From an optimization exercise on the open Yosys and OpenROAD flow, aimed at small area, a short achievable clock period and few clock cycles; shortcuts taken in it are not production practice.
The RTL was checked by simulation tests, not by an equivalence proof against the original design.
Power is estimated from default activity; no workload was simulated.

### flow/design.v
module datapath_muldiv #(
    parameter int NBITS      = 32,
    parameter int NREGS      = 32,
    parameter int WIDTH_ALUF = 4
) (
    input  logic                     clock,
    input  logic                     reset,
    input  logic [$clog2(NREGS)-1:0] RS1,
    input  logic [$clog2(NREGS)-1:0] RS2,
    input  logic [$clog2(NREGS)-1:0] RD,
    input  logic [NBITS-1:0]         IMM,
    input  logic [WIDTH_ALUF-1:0]    ALUControl,
    input  logic                     ALUSrc,
    input  logic                     MemtoReg,
    input  logic                     RegWrite,
    input  logic                     link,
    input  logic [NBITS-1:0]         pclink,
    input  logic                     Start,
    output logic                     Busy,
    output logic                     Done,
    output logic                     Zero,
    output logic                     Neg,
    output logic                     Carry,
    output logic [NBITS-1:0]         PCReg,
    output logic [NBITS-3:0]         Address,
    output logic [NBITS-1:0]         WriteData,
    input  logic [NBITS-1:0]         ReadData
);
    localparam bit DIV_EN = 1'b1;
    typedef enum logic [1:0] {ST_IDLE, ST_FIRST, ST_RUN, ST_FIX} state_t;
    logic [31:0] rf_q [1:31];
    logic [31:1] vld_q;
    logic [31:0] rf_rd [32];
    logic [31:0] vld_rd;
    always_comb begin
        rf_rd[0]  = 32'd0;
        vld_rd[0] = 1'b0;
        for (int i = 1; i < 32; i++) begin
            rf_rd[i]  = rf_q[i];
            vld_rd[i] = vld_q[i];
        end
    end
    logic [31:0] src_a_s, rs2_val_s, src_b_s, diff_s, alu_res_s, result_s, multi_res_s;
    logic [4:0]  shamt_s;
    assign src_a_s   = rf_rd[RS1] & {32{vld_rd[RS1]}};
    assign rs2_val_s = rf_rd[RS2] & {32{vld_rd[RS2]}};
    assign src_b_s   = ALUSrc ? IMM : rs2_val_s;
    assign shamt_s   = src_b_s[4:0];
    assign {Carry, diff_s} = {1'b0, src_a_s} + {1'b0, ~src_b_s} + 33'd1;
    assign Zero      = (src_a_s == src_b_s);
    assign Neg       = ($signed(src_a_s) < $signed(src_b_s));
    assign PCReg     = src_a_s;
    assign WriteData = rs2_val_s;
    assign Address   = alu_res_s[31:2];
    always_comb begin
        alu_res_s = 32'd0;
        case (ALUControl)
            4'd0: alu_res_s = src_a_s + src_b_s;
            4'd1: alu_res_s = diff_s;
            4'd2: alu_res_s = src_a_s & src_b_s;
            4'd3: alu_res_s = src_a_s | src_b_s;
            4'd4: alu_res_s = src_a_s ^ src_b_s;
            4'd5: alu_res_s = src_a_s << shamt_s;
            4'd6: alu_res_s = src_a_s >> shamt_s;
            4'd7: alu_res_s = $unsigned($signed(src_a_s) >>> shamt_s);
            4'd8: alu_res_s = {31'd0, Neg};
            4'd9: alu_res_s = {31'd0, ~Carry};
            default: alu_res_s = 32'd0;
        endcase
    end
    assign result_s = link ? pclink : (MemtoReg ? ReadData : alu_res_s);
    state_t      state_q;
    logic [3:0]  op_q;
    logic [4:0]  rd_q;
    logic        sa_q, sb_q;
    logic [31:0] hi_q, lo_q;
    logic [32:0] bm_q;
    logic [4:0]  cnt_q;
    logic        is_multi_s, launch_s, l_signed_s, is_div_l_s, sa_s, sb_s;
    logic [31:0] amag_s, bmag_s;
    assign is_multi_s = (ALUControl >= 4'd10) && (DIV_EN || (ALUControl <= 4'd12));
    assign Busy       = (state_q != ST_IDLE);
    assign launch_s   = !Busy && Start && is_multi_s;
    assign l_signed_s = (ALUControl == 4'd10) || (ALUControl == 4'd11) ||
                        (ALUControl == 4'd13) || (ALUControl == 4'd15);
    assign is_div_l_s = ALUControl[3] & ALUControl[2] & (ALUControl[1] | ALUControl[0]);    
    assign sa_s       = l_signed_s && src_a_s[31];
    assign sb_s       = l_signed_s && src_b_s[31];
    assign amag_s     = sa_s ? (~src_a_s + 32'd1) : src_a_s;
    assign bmag_s     = sb_s ? (~src_b_s + 32'd1) : src_b_s;
    logic        is_div_q;
    assign is_div_q = op_q[3] & op_q[2] & (op_q[1] | op_q[0]);
    logic [39:0] mstep_s;
    logic        mlast_s, mzero_s;
    assign mstep_s = {8'd0, hi_q} + bm_q[31:0] * lo_q[7:0];
    assign mlast_s = (cnt_q[2:0] >= 3'd3 || lo_q[15:8] == 8'd0) &&
                     (cnt_q[2:0] >= 3'd2 || lo_q[23:16] == 8'd0) &&
                     (cnt_q[2:0] >= 3'd1 || lo_q[31:24] == 8'd0);
    assign mzero_s = (lo_q == 32'd0) || (bm_q[31:0] == 32'd0);
    function automatic logic [5:0] clz32(input logic [31:0] x);
        clz32 = 6'd32;
        for (int i = 0; i < 32; i++) if (x[i]) clz32 = 6'(31 - i);
    endfunction
    logic [5:0]  clza_s, clzb_s;
    logic [4:0]  dsh_s;
    logic        bzero_s, dimm_s;
    assign clza_s  = clz32(hi_q);
    assign clzb_s  = clz32(bm_q[31:0]);
    assign bzero_s = (bm_q[31:0] == 32'd0);
    assign dimm_s  = bzero_s || (clza_s > clzb_s);
    assign dsh_s   = 5'(clzb_s - clza_s);
    logic [33:0] t1_s, t2_s;
    logic [31:0] r1_s, r2_s;
    logic        q1_s, q2_s;
    logic [32:0] b1_s;
    assign t1_s = {2'b0, hi_q} - {1'b0, bm_q};
    assign q1_s = !t1_s[33];
    assign r1_s = q1_s ? t1_s[31:0] : hi_q;
    assign b1_s = {1'b0, bm_q[32:1]};
    assign t2_s = {2'b0, r1_s} - {1'b0, b1_s};
    assign q2_s = !t2_s[33];
    assign r2_s = q2_s ? t2_s[31:0] : r1_s;
    logic imm_s;
    assign imm_s = (state_q == ST_FIRST) && (is_div_q ? dimm_s : mzero_s);
    assign Done  = (state_q == ST_FIX) || imm_s;
    logic [63:0] prod_s;
    logic [31:0] x_s;
    logic        neg_s, cin_s;
    always_comb begin
        case (cnt_q[2:0])
            3'd1:    prod_s = {24'd0, hi_q, lo_q[31:24]};
            3'd2:    prod_s = {16'd0, hi_q, lo_q[31:16]};
            3'd3:    prod_s = {8'd0, hi_q, lo_q[31:8]};
            default: prod_s = {hi_q, lo_q};
        endcase
        x_s   = 32'd0;
        neg_s = 1'b0;
        cin_s = 1'b1;
        case (op_q)
            4'd10: begin x_s = prod_s[31:0];  neg_s = sa_q ^ sb_q; end
            4'd11: begin x_s = prod_s[63:32]; neg_s = sa_q ^ sb_q; cin_s = (prod_s[31:0] == 32'd0); end
            4'd12: begin x_s = prod_s[63:32]; end
            4'd13: begin x_s = lo_q; neg_s = sa_q ^ sb_q; end
            4'd14: begin x_s = lo_q; end
            4'd15: begin x_s = hi_q; neg_s = sa_q; end
            default: ;
        endcase
        multi_res_s = ((neg_s ? ~x_s : x_s) + {31'd0, neg_s & cin_s});
        if (state_q == ST_FIRST) begin
            if (!is_div_q) multi_res_s = 32'd0;
            else if (bzero_s && (op_q != 4'd15)) multi_res_s = 32'hFFFF_FFFF;
        end
    end
    always_ff @(posedge clock) begin
        if (!reset) begin
            state_q <= ST_IDLE;
        end else begin
            case (state_q)
                ST_IDLE:  if (launch_s) state_q <= ST_FIRST;
                ST_FIRST: begin
                    if (imm_s) state_q <= ST_IDLE;
                    else if (!is_div_q && mlast_s) state_q <= ST_FIX;
                    else state_q <= ST_RUN;
                end
                ST_RUN: begin
                    if (is_div_q ? (cnt_q == 5'd1) : mlast_s) state_q <= ST_FIX;
                end
                default: state_q <= ST_IDLE;
            endcase
        end
    end
    always_ff @(posedge clock) begin
        if (launch_s) begin
            op_q  <= ALUControl;
            rd_q  <= RD;
            sa_q  <= sa_s;
            sb_q  <= sb_s;
            hi_q  <= is_div_l_s ? amag_s : 32'd0;
            lo_q  <= is_div_l_s ? 32'd0 : bmag_s;
            bm_q  <= {1'b0, is_div_l_s ? bmag_s : amag_s};
            cnt_q <= 5'd0;
        end else if (state_q == ST_FIRST || state_q == ST_RUN) begin
            if (is_div_q) begin
                if (state_q == ST_FIRST) begin
                    bm_q  <= {1'b0, bm_q[31:0]} << (dsh_s | 5'd1);
                    cnt_q <= 5'({1'b0, dsh_s[4:1]} + 5'd1);
                end else begin
                    hi_q  <= r2_s;
                    lo_q  <= {lo_q[29:0], q1_s, q2_s};
                    bm_q  <= {2'b0, bm_q[32:2]};
                    cnt_q <= cnt_q - 5'd1;
                end
            end else begin
                hi_q  <= mstep_s[39:8];
                lo_q  <= {mstep_s[7:0], lo_q[31:8]};
                cnt_q <= cnt_q + 5'd1;
            end
        end
    end
    logic        wr_en_s;
    logic [4:0]  wr_addr_s;
    logic [31:0] wr_data_s;
    always_comb begin
        if (Busy) begin
            wr_en_s   = Done && (rd_q != 5'd0);
            wr_addr_s = rd_q;
            wr_data_s = multi_res_s;
        end else begin
            wr_en_s   = RegWrite && (ALUControl < 4'd10) && (RD != 5'd0);
            wr_addr_s = RD;
            wr_data_s = result_s;
        end
    end
    always_ff @(posedge clock) begin
        if (!reset) vld_q <= '0;
        else if (wr_en_s) vld_q[wr_addr_s] <= 1'b1;
    end
    always_ff @(posedge clock) begin
        if (wr_en_s) rf_q[wr_addr_s] <= wr_data_s;
    end
endmodule
### flow/run.sh
#!/bin/bash
# synth_recipe.tcl (not shown) runs the flow's synth.tcl, then flattens the netlist and writes it again
# the make line also repeats each setting of config.mk as NAME=value (left out here)
make -C /OpenROAD-flow-scripts/flow DESIGN_CONFIG=/design/flow/config.mk WORK_HOME=/design/flow/orfs CLKGATE_MAP_FILE= SYNTH_SCRIPT=/design/flow/synth_recipe.tcl finish
### flow/config.mk
export PLATFORM = sky130hd
export DESIGN_NAME = datapath_muldiv
export DESIGN_NICKNAME = datapath_muldiv
export VERILOG_FILES = /design/flow/design.v
export SDC_FILE = /design/flow/constraint.sdc
export NUM_CORES = 4
export LEC_CHECK = 0
export CAP_MARGIN = 20
export CORE_MARGIN = 2
export CORE_UTILIZATION = 40
export SLEW_MARGIN = 20
### flow/constraint.sdc
create_clock -name core_clock -period 13.0 [get_ports {clock}]
set_input_delay 2.6000 -clock core_clock [delete_from_list [all_inputs] [get_ports {clock}]]
set_output_delay 2.6000 -clock core_clock [all_outputs]
set_load 0.01 [all_outputs]
==> run_results.csv <==
group,metric,value,unit
sta,fin_crit_sh,100.2,%
clock_tree,cts_tree,"done",
pwr,p_leak,35.73,nW
setup_path,timing.rr.end,"hi_q[29]",
synth,synth_top_family_by_area,"compound AO/OA/AOI/OAI gates",
synth,synth_top_cell_by_area,"edfxtp_1",
synth,async_flop_share,0,%
job,max-cap-violations,0,
floorplan,die_area,0.2072,sq mm
synth,synthTopCellsByArea,"edfxtp_1, fa_1, a22oi_1",
synth,synth_cell_types,113,
setup_path,crit_path_end_kind,"output port",
global_routing,antenna_found_initial,65,
clock_tree,root_buffer,"clkbuf_16",
synth,yosys.area.top_type_share,40.53,%
setup_path,timing.rr.start,"bm_q[2]",
setup_path,critical_path_arrival,10.43,ns
synth,synthTopCellsByCount,"edfxtp_1, nand2_1, nand3_1, a22oi_1, nor2_1",
synth,syn_nets,8796,
clock_tree,clock-sinks,1138,
drt,drc,0,
placed_design,dpl.hpwl,380600,um
clock_tree,clk_latency,0.83,ns
finish,final.fill_count,18970,
worst_hold_path,hold_path.class,"register to register",
worst_hold_path,min_path_cells,2,
drt,vias_per_cell,7.500,
finish,design_area,0.09565,sq mm
placed_design,portBuffers,220,
floorplan,ios,221,
synth,synth-seq-cells,1138,
synth,syn_area_per_cell,9.930,sq um
clock_tree,cts_made_buffers,119,
sta,setup_viol,2,
synth,synth-simple-area-share,16.61,%
setup_path,ff2ff_path_depth,29,
synth,yosysMostFrequentCell,"edfxtp_1",
finish,drive_above_1_share,14.89,%
synth,synthesis.area,0.08142,sq mm
worst_hold_path,worstHoldEndpoint,"vld_q[24]",
floorplan,rows,165,
placed_design,placed_cell_area,0.09141,sq mm
setup_path,reg2reg_slack,3.03,ns
sta,rsz0062_at_grt,"no",
placed_design,globalplace.congestion,1.087,
pwr,vdd_drop_max,0.7603,mV
synth,synthAdderAreaFrac,9.300,%
setup_path,cp_max_fo,27,
synth,synth_xor_area_share,2.388,%
sta,fmax,76.76,MHz
sta,hold_violations,0,
sta,period_minus_slack,13.03,ns
finish,final_nets,9271,
finish,syn_to_final_growth,17.48,%
sta,worstMarginPinSlew,1.300,ns
global_routing,grt_pass1_vias,79050,
outcome,status,"failed layout checks",
sta,setup_ws,-0.02696,ns
clock_tree,cts.clk_slew.worst_paths,0.06,ns
drt,wl,530500,um
clock_tree,h-tree-depth,3,
synth,syn_inst,8199,
outcome,check-failures,"setup timing",
setup_path,critPathSlowestCell,"a2111oi_0",
drt,first_iter_violations,18960,
synth,synth_edf_count,1099,
synth,synth-main-ff-cell,"edfxtp_1",
synth,muxShareOfSynthArea,4.241,%
drt,ant_nets,0,
floorplan,fp.dieW,455.2,um
sta,slew_viol_final,0,
clock_tree,postCtsHoldBufs,0,
global_routing,grt_max_degree,68,
global_routing,grt_first_pass_wirelength,697200,um
sta,slew_headroom,12.73,%
setup_path,path_class,"input port to output port",
worst_hold_path,min-delay-start,"vld_q[24]",
setup_path,slowest_delay,0.74,ns
setup_path,cpMostUsedCell,"buf_4",
global_routing,grt_usage,49.40,%
drt,firstDrtPassIters,12,
global_routing,grt_overflow,0,
clock_tree,clock_path_buffers,3,
sta,fin_worst_skew,0.08658,ns
floorplan,coreArea,0.2023,sq mm
setup_path,crit_required,10.40,ns
finish,post-route-util,47.28,%
drt,detail_route.wl_per_cell,46.17,um
synth,seq_area_frac_synth,41.49,%
drt,vias,86160,
synth,synth_compound_area_share,20.76,%
setup_path,crit_path_start_kind,"input port",
synth,yosys_warnings,2,
pwr,p_per_area,341.8,mW/mm^2
floorplan,start_util,40.24,%
floorplan,chipHeight,455.2,um
-- metrics by stage --
step           setup TNS (ns)  setup WS [ns]  power (mW)  hold slack (ns)  instances
6_report             -0.03179       -0.02696       32.69           0.5130      11490
5_1_grt                     0        0.01331       34.58           0.5213      11450
4_1_cts                     0        0.06639       32.23           0.5076      11440
3_5_place_dp                0        0.09845       28.46           0.5004      11220
3_3_place_gp                0        0.04579       28.27           0.4903      11220
2_1_floorplan               0          2.176       20.45           0.4326       8199
-- power by group --
group | internal [mW] | total, mW | switching, mW
registers | 5.20 | 5.71 | 0.515
logic | 8.56 | 23.4 | 14.8
clock network | 2.00 | 3.63 | 1.63
-- worst max path at each step --
stage                     startpoint           to
after floorplan               RS2[0]  Address[28]
after global placement        RS2[0]  Address[17]
after detailed placement      RS1[4]  Address[17]
after CTS                     RS1[4]  Address[17]
after global routing          RS1[1]  Address[29]
final                         RS1[4]  Address[17]
-- flip-flops by register name, summed over array words and instances (netlist names) --
register and flops:
hi_q 32, rf_q 992, rd_q 5, sa_q 1, lo_q 32, vld_q 31, cnt_q 5, bm_q 33
op_q 4, state_q 2, sb_q 1
-- final cells by class --
type	instances	area, sq um	area share [%]
clock buffer	142	3182	3.326
clock inverter	82	883.3	0.9235
sequential	1138	33780	35.32
tap	2672	3343	3.495
timing repair buffer	986	8446	8.829
inverter	421	1580	1.652
multi-input combinational	6008	44340	46.35
antenna	40	100.1	0.1046
-- placed cells by master, fill, tap and decap left out, drive strengths merged, types with 50 or more instances in the layout --
cell / Yosys / final
a22o: 135 / 135
fa: 217 / 217
nand4: 197 / 197
clkbuf: 427 / 142
xor2: 62 / 62
o21ai: 310 / 310
ha: 258 / 258
nor4: 80 / 80
nand2b: 50 / 50
nand2: 622 / 622
nor3: 141 / 141
o22ai: 72 / 72
clkinv: 7 / 58
o211ai: 67 / 67
a21o: 103 / 103
clkdlybuf4s50: 0 / 208
a222oi: 56 / 56
xnor2: 160 / 160
a21oi: 383 / 383
mux2i: 234 / 234
a2111oi: 61 / 61
a221oi: 94 / 94
a22oi: 495 / 495
inv: 414 / 422
buf: 205 / 778
edfxtp: 1099 / 1099
nand3: 521 / 521
nor2: 451 / 451
a211oi: 58 / 58
and2: 143 / 143
mux2: 51 / 51
and3: 217 / 217
a31oi: 60 / 60
nor2b: 50 / 50
-- critical path: cells and delay by family --
| kind | cells | cell delay, ns |
|---|---|---|
| buf+inv | 9 | 2.36 |
| compound gates | 10 | 2.42 |
| fa+ha+maj | 1 | 0.33 |
| simple gates | 7 | 2.65 |
-- layer usage --
layer / up-vias / GRT usage [%] / routed length [um]
met5: - / 0.2987 / 563
met4: 68 / 29.99 / 44280
met2: 8565 / 68.66 / 209300
li1: 32520 / - / -
met1: 42700 / 63.01 / 192900
met3: 2313 / 21.26 / 83410
-- cell families (layout without fill, tap and decap cells) --
group	after synthesis	after routing
flops	1138	1138
other cells	0	40
xor+xnor	222	222
mux	308	308
compound gates	2342	2342
buf+inv	1053	1631
fa+ha+maj	475	475
simple gates	2661	2661
-- repair_timing --
item | 4_1_cts | 5_1_grt
gates resized for setup | 0 | 4
buffers inserted | 0 | 6
setup endpoints to repair | 0 | 5
endpoints found under the hold margin | 0 | 0
Testbench counts, summed over its fixed seeds: cycles 11,316.

separate check: timing with driven ports:
Ports are ideal in the flow. The routed layout listed here was re-timed in OpenROAD. Step 1, drivers: a clkbuf_16 drives clock and a buf_2 each remaining input, both assumed. Step 2 adds t to the input delays and takes it off the output delays; t is the mean of the earliest and latest rising clock arrival at the registers after step 1. Input paths then give back, and output paths get back, about the clock's delay inside the block. a / b / c = ideal / step 1 / step 2; a / b = the first two.
t (ns): 0.877
slack for setup (ns): -0.027 / -0.057 / -0.057
slew at the worst register clock pin (ns): 0.07 / 0.07
worst data-port slew with drivers (ns): 0.14
The setup slack of this run moves by -0.030 ns with the drivers and by -0.030 ns with both steps.
